What follows belongs to an exercise in optimizing a design on an open flow for small area and a short achievable clock period; a production flow would make more cautious choices.
Only simulation tests tie the RTL to the original design; equivalence was not proved.
No activity file was given, so power comes from the tool's default toggle rates.

Setup of run 1:
==> flow/design.v <==
module mem_responder_top (
    input  logic       clk,
    input  logic       rst,
    input  logic       req,
    input  logic       we,
    input  logic [7:0] addr,
    input  logic [7:0] wdata,
    output logic [7:0] rdata,
    output logic       ack,
    output logic       err,
    output logic       busy
);
    mem_responder #(.DW(8), .AW(8), .DEPTH(200), .WAIT(2)) u_resp (
        .clk(clk), .rst(rst), .req(req), .we(we), .addr(addr), .wdata(wdata),
        .rdata(rdata), .ack(ack), .err(err), .busy(busy));
endmodule

module mem_responder #(
    parameter int DW    = 8,
    parameter int AW    = 8,
    parameter int DEPTH = 256,
    parameter int WAIT  = 2
) (
    input  logic          clk,
    input  logic          rst,
    input  logic          req,
    input  logic          we,
    input  logic [AW-1:0] addr,
    input  logic [DW-1:0] wdata,
    output logic [DW-1:0] rdata,
    output logic          ack,
    output logic          err,
    output logic          busy
);
    localparam int NR = 66;      
    localparam int NG = 5;       
    logic       busy_q, ack_q, err_q;
    logic [1:0] st_q;            
    logic          wr_q, inr_q;
    logic [2:0]    tp_q;         
    logic          w1_q;         
    logic [15:0]   lo_q;
    logic [NG-1:0] gr_q;
    logic [2:0]    xr_q;
    logic [DW-1:0] wdata_q;
    logic [DW-1:0] rdata_q;
    logic [2:0] ph_q;            
    logic       ph2_q;
    logic       wp1_q, pre_q;
    logic [DW-1:0] x2 [2];       
    logic [DW-1:0] t1;           
    logic [DW-1:0] grpb [4];     
    logic [DW-1:0] grpx_q;       
    logic          a_hi, a_inr;
    logic [1:0]    a_word;
    logic [2:0]    a_tp;
    logic [15:0]   a_lo;
    logic [NG-1:0] a_gr;
    logic [2:0]    a_xr;
    assign a_hi  = (addr[7:6] == 2'b11);
    assign a_inr = !a_hi || (addr[5:3] == 3'd0);
    always_comb begin
        for (int i = 0; i < 16; i++) a_lo[i] = (addr[3:0] == 4'(i));
        for (int g = 0; g < 4; g++) a_gr[g] = !a_hi && (addr[5:4] == 2'(g));
        a_gr[4] = a_hi && (addr[5:3] == 3'd0);
        a_xr[0] = (addr[2:0] == 3'd0) || (addr[2:0] == 3'd1) || (addr[2:0] == 3'd2);
        a_xr[1] = (addr[2:0] == 3'd3) || (addr[2:0] == 3'd4) || (addr[2:0] == 3'd5);
        a_xr[2] = (addr[2:0] == 3'd6) || (addr[2:0] == 3'd7);
        if (!a_hi) a_word = addr[7:6];
        else case (addr[2:0])
            3'd0, 3'd3, 3'd6: a_word = 2'd0;
            3'd1, 3'd4, 3'd7: a_word = 2'd1;
            default:          a_word = 2'd2;
        endcase
        case (a_word)
            2'd0:    a_tp = 3'b100;
            2'd1:    a_tp = 3'b010;
            default: a_tp = 3'b001;
        endcase
    end
    logic          stage2, accessing, commit, win, preset;
    logic          at_tap_q, at_next_q;    
    logic          is2_q;                  
    logic [2:0]    xr_sel;
    logic [NR:64]  rsel;
    logic [DW-1:0] rd;
    assign rsel[64] = gr_q[4] && xr_q[0];
    assign rsel[65] = gr_q[4] && xr_q[1];
    assign rsel[66] = gr_q[4] && xr_q[2];
    assign stage2    = busy_q && !ack_q && (st_q == 2'd2);
    assign accessing = busy_q && !ack_q && (st_q == 2'd3);
    assign commit    = accessing && !rst && wr_q;
    assign win       = ((stage2 || accessing) && !rst) || wp1_q;
    assign preset    = wr_q && at_tap_q && win;
    assign xr_sel = busy_q ? xr_q : a_xr;
    logic [DW-1:0] grp_x;
    always_comb begin
        grp_x = '0;
        for (int i = 0; i < 2; i++)
            if (xr_sel[i]) grp_x = grp_x | x2[i];
        if (xr_sel[2]) grp_x = grp_x | t1;
    end
    always_comb begin
        rd = '0;
        for (int g = 0; g < NG; g++)
            if (gr_q[g]) rd = rd | (g < 4 ? grpb[g % 4] : grpx_q);
    end
    logic restore;
    logic [DW-1:0] setd_x;
    assign restore = accessing && rst;
    assign setd_x  = restore ? grpx_q : wdata_q;
    logic [2:0] ph_d, tp_d;
    logic       ph2_d, w1_d, is2_d;
    assign ph_d  = {ph_q[1], ph_q[0], !(ph_q[1] || ph_q[0])};
    assign ph2_d = !ph2_q;
    assign tp_d  = busy_q ? tp_q : a_tp;
    assign w1_d  = busy_q ? w1_q : a_word[0];
    assign is2_d = busy_q ? is2_q : (a_gr[4] && a_xr[2]);
    always_ff @(posedge clk) begin
        at_tap_q  <= is2_d ? (w1_d ^ ph2_d) : |(tp_d & ph_d);
        at_next_q <= is2_d ? !(w1_d ^ ph2_d) : |({tp_d[1:0], tp_d[2]} & ph_d);
        ph_q  <= ph_d;
        ph2_q <= !ph2_q;
        wp1_q <= commit;
        pre_q <= preset;
        grpx_q <= grp_x;
    end
    always_ff @(posedge clk) begin
        if (rst) begin
            busy_q <= 1'b0;
            ack_q  <= 1'b0;
            err_q  <= 1'b0;
            st_q   <= 2'd0;
        end else if (!busy_q) begin
            if (req) begin
                busy_q <= 1'b1;
                st_q   <= 2'd1;
            end
        end else if (!ack_q) begin
            if (st_q == 2'd3) begin
                ack_q <= 1'b1;
                err_q <= !inr_q;
                st_q  <= 2'd0;
            end else begin
                st_q <= st_q + 2'd1;
            end
        end else if (!req) begin
            busy_q <= 1'b0;
            ack_q  <= 1'b0;
            err_q  <= 1'b0;
        end
    end
    always_ff @(posedge clk) begin
        if (!busy_q) begin
            wr_q    <= we && a_inr;
            inr_q   <= a_inr;
            tp_q    <= a_tp;
            w1_q    <= a_word[0];
            is2_q   <= a_gr[4] && a_xr[2];
            lo_q    <= a_lo;
            gr_q    <= a_gr;
            xr_q    <= a_xr;
            wdata_q <= wdata;
        end
    end
    always_ff @(posedge clk) begin
        if (!ack_q && at_next_q) rdata_q <= rd;
    end
    for (genvar g = 0; g < 4; g++) begin : g_bank
        mem_responder_bank #(.DW(DW)) u_bank (
            .clk(clk), .idle(!busy_q), .a_lo(a_lo), .lo_q(lo_q),
            .pre(preset && gr_q[g]), .set(pre_q && gr_q[g]), .restore(restore),
            .wdata_q(wdata_q), .grp_q(grpb[g]));
    end
    for (genvar i = 0; i < 2; i++) begin : g_xring
        mem_responder_ring3 #(.DW(DW)) u_ring (
            .clk(clk), .pre(preset && rsel[64 + i]), .set(pre_q && rsel[64 + i]),
            .nd(~setd_x), .tap(x2[i]));
    end
    mem_responder_ring2 #(.DW(DW)) u_ring2 (
        .clk(clk), .pre(preset && rsel[NR]), .set(pre_q && rsel[NR]), .nd(~setd_x), .tap(t1));
    assign rdata = rdata_q;
    assign ack   = ack_q;
    assign err   = err_q;
    assign busy  = busy_q;
endmodule
module mem_responder_bank #(
    parameter int DW = 8
) (
    input  logic          clk,
    input  logic          idle,
    input  logic [15:0]   a_lo,
    input  logic [15:0]   lo_q,
    input  logic          pre,
    input  logic          set,
    input  logic          restore,
    input  logic [DW-1:0] wdata_q,
    output logic [DW-1:0] grp_q
);
    logic [DW-1:0] tap [16];
    logic [DW-1:0] setd, grp_d;
    logic [15:0]   lo_sel;
    assign setd   = restore ? grp_q : wdata_q;
    assign lo_sel = idle ? a_lo : lo_q;
    for (genvar i = 0; i < 16; i++) begin : g_ring
        mem_responder_ring3 #(.DW(DW)) u_ring (
            .clk(clk), .pre(pre && lo_q[i]), .set(set && lo_q[i]), .nd(~setd), .tap(tap[i]));
    end
    always_comb begin
        grp_d = '0;
        for (int i = 0; i < 16; i++)
            if (lo_sel[i]) grp_d = grp_d | tap[i];
    end
    always_ff @(posedge clk) grp_q <= grp_d;
endmodule
module mem_responder_ring3 #(
    parameter int DW = 8
) (
    input  logic          clk,
    input  logic          pre,
    input  logic          set,
    input  logic [DW-1:0] nd,
    output logic [DW-1:0] tap
);
    logic [DW-1:0] q0, q1, q2;
    always_ff @(posedge clk) begin
        q0 <= ~(q2 | {DW{pre}});
        q1 <= ~(q0 | ({DW{set}} & nd));
        q2 <= q1;
    end
    assign tap = q2;
endmodule
module mem_responder_ring2 #(
    parameter int DW = 8
) (
    input  logic          clk,
    input  logic          pre,
    input  logic          set,
    input  logic [DW-1:0] nd,
    output logic [DW-1:0] tap
);
    logic [DW-1:0] q0, q1;
    always_ff @(posedge clk) begin
        q0 <= ~(q1 | {DW{pre}});
        q1 <= ~(q0 | ({DW{set}} & nd));
    end
    assign tap = q1;
endmodule
Settings: LEC_CHECK=0, ABC_CLOCK_PERIOD_IN_PS=2200, CAP_MARGIN=20, CORE_MARGIN=2, CORE_UTILIZATION=70, CTS_BUF_LIST=sky130_fd_sc_hd__clkbuf_16, CTS_CLUSTER_DIAMETER=60, CTS_CLUSTER_SIZE=24, SETUP_SLACK_MARGIN=2.25, SLEW_MARGIN=20, SYNTH_HIERARCHICAL=1, TNS_END_PERCENT=100; clock period 4.5 ns.
standard.sh (not shown) runs the stock make flow with config.mk's settings and CLKGATE_MAP_FILE= SYNTH_SCRIPT=/design/flow/synth_recipe.tcl, a recipe that flattens the netlist after the stock synthesis.
==> flow/flow/run.sh <==
#!/bin/bash
# Standard ORFS layout (the standard.sh), with the port buffers made of buf_4 cells
# instead of whatever buffer_ports picks by default (it has been picking delay cells).
set -euo pipefail
bash standard.sh finish 'BUFFER_PORTS_ARGS=-buffer_cell sky130_fd_sc_hd__buf_4' > make_finish.log 2>&1
#### Input delta (run 2 over run 1)
- CTS_BUF_LIST now sky130_fd_sc_hd__clkbuf_8, was sky130_fd_sc_hd__clkbuf_16
- CTS_CLUSTER_DIAMETER now 50, was 60
- SETUP_SLACK_MARGIN now 2.3, was 2.25
- TNS_END_PERCENT now 10, was 100
- CORE_UTILIZATION now 50, was 70
- CTS_CLUSTER_SIZE now 10, was 24
### Flow results
register to output port as the type of the setup path with the least slack was reported by run 2, and register to register by run 1. The lower actual transition at the worst max-transition pin came out of run 1. Run comparison: run 2 worst min-delay path class input port to register; run 1 worst min-delay path class register to register. [compare] base=run 1 new=run 2: final worst setup slack decreased 140 ps; cell count after placement increased 8.9%; core region area increased 40%; largest net degree at the start of global routing decreased about 12%; overall via count from detail_route decreased 1.3%.
> inputs changed (run 2 -> run 3)
- swapping sky130_fd_sc_hd__clkbuf_8 for sky130_fd_sc_hd__clkbuf_16 in CTS_BUF_LIST
- swapping 10 for 20 in CTS_CLUSTER_SIZE
- swapping 50 for 70 in CORE_UTILIZATION
## What came out
- Max freq run 2 -> run 3: improved
- edfxtp_1 as the highest-delay cell along the critical path was reported by run 2, and mux2_2 by run 3.
- Relative to run 2, the power share of the sequential group of run 3 is lower by 4.4 points.
- Side by side, share of the clock period used by the worst path after layout turned out lower in run 3 than in run 2.
- Per the comparison of run 3 with run 2, total wire length down 2.2%, via count rose 748, number of library cell types mapped by synthesis comparable, final cell count dropped about 8%.
- Summary of run 3 over run 2: post-route minimum period shrank by 89 ps; synthesis-to-layout area growth grew by 1.6 points; worst setup timing slack at the placement stage shrank by 62 ps.
diff inputs: run 3 => run 4
- CTS_CLUSTER_SIZE: 20 -> 24
- CORE_UTILIZATION: 70 -> 76
- CTS_CLUSTER_DIAMETER: 50 -> 60
==> results.txt <==
Re total number of tap cells: run 4 is 82 down on run 3. Run 4 vs run 3 on time the worst path needs with I/O delays and setup: run 4 is the higher one. Diff run 3 -> run 4: pin count of the biggest net entering global routing rose by about 20%, share of the clock period used by the worst path after layout rose by 0.93 points, buffering stage count on the worst path with inverters included stayed essentially flat, wire length on met2 rose by about 2.3%, count of clock-buffer cells in the layout fell by 37. Run 4 against run 3: final estimated routing congestion in global placement now sits higher; global-route track usage on met3 did not really move.
[inputs] run 5 vs run 4
- changing CORE_UTILIZATION from 76 to 66
Going from run 4 to run 5, the clock-buffer cell count was found to have gone up by 5.9%. NOTE: least setup slack across all paths after layout in run 5 exceeds that of run 4. For run 4, the worst setup path startpoint was addr[1], unlike run 5, where it was addr[0]. For run 5, the slowest cell on the critical path was mux2_2, unlike run 4, where it was nor2_1. Changes observed in run 5 relative to run 4: multi-input gate area in the final layout saw a decrease; number of logic stages on the critical path including buffering saw an increase. Compared with run 4, in run 5 routing usage on met1 moved down; fraction of power consumed by the clock network moved up.

## afterwards: timing with drivers on the ports
No port has a modelled driver above. Below, the same layouts with a new extraction and two added sets of constraints.
Step 1 sets driving cells, clkbuf_16 on the clock port and buf_2 on the other inputs (assumed; they add their load-dependent delay and slew).
Step 2 adds t to the input delays and takes it off the output delays; t is the mean of the earliest and latest rising clock arrival at the registers after step 1. Input paths then give back, and output paths get back, about the clock's delay inside the block.
Slacks: ideal ports / drivers / drivers and shift; pairs: ideal ports / drivers.
| run | shift t [ns] | setup slack, ns | hold slack, ns | slew at the worst register clock pin (ns) | cell pins on the clock port's net |
|---|---|---|---|---|---|
| run 1 | 0.714 | 2.210 / 2.170 / 1.470 | 0.324 / 0.324 / 0.324 | 0.10 / 0.10 | 1 |
| run 2 | 0.897 | 2.067 / 2.004 / 1.304 | 0.229 / 0.194 / 0.302 | 0.08 / 0.08 | 1 |
| run 3 | 0.752 | 2.156 / 2.142 / 1.393 | 0.313 / 0.313 / 0.313 | 0.08 / 0.08 | 1 |
| run 4 | 0.726 | 2.114 / 2.108 / 1.381 | 0.326 / 0.326 / 0.326 | 0.10 / 0.10 | 1 |
| run 5 | 0.728 | 2.191 / 2.155 / 1.512 | 0.314 / 0.314 / 0.314 | 0.10 / 0.10 | 1 |
After both steps setup and hold are still met in every run listed.
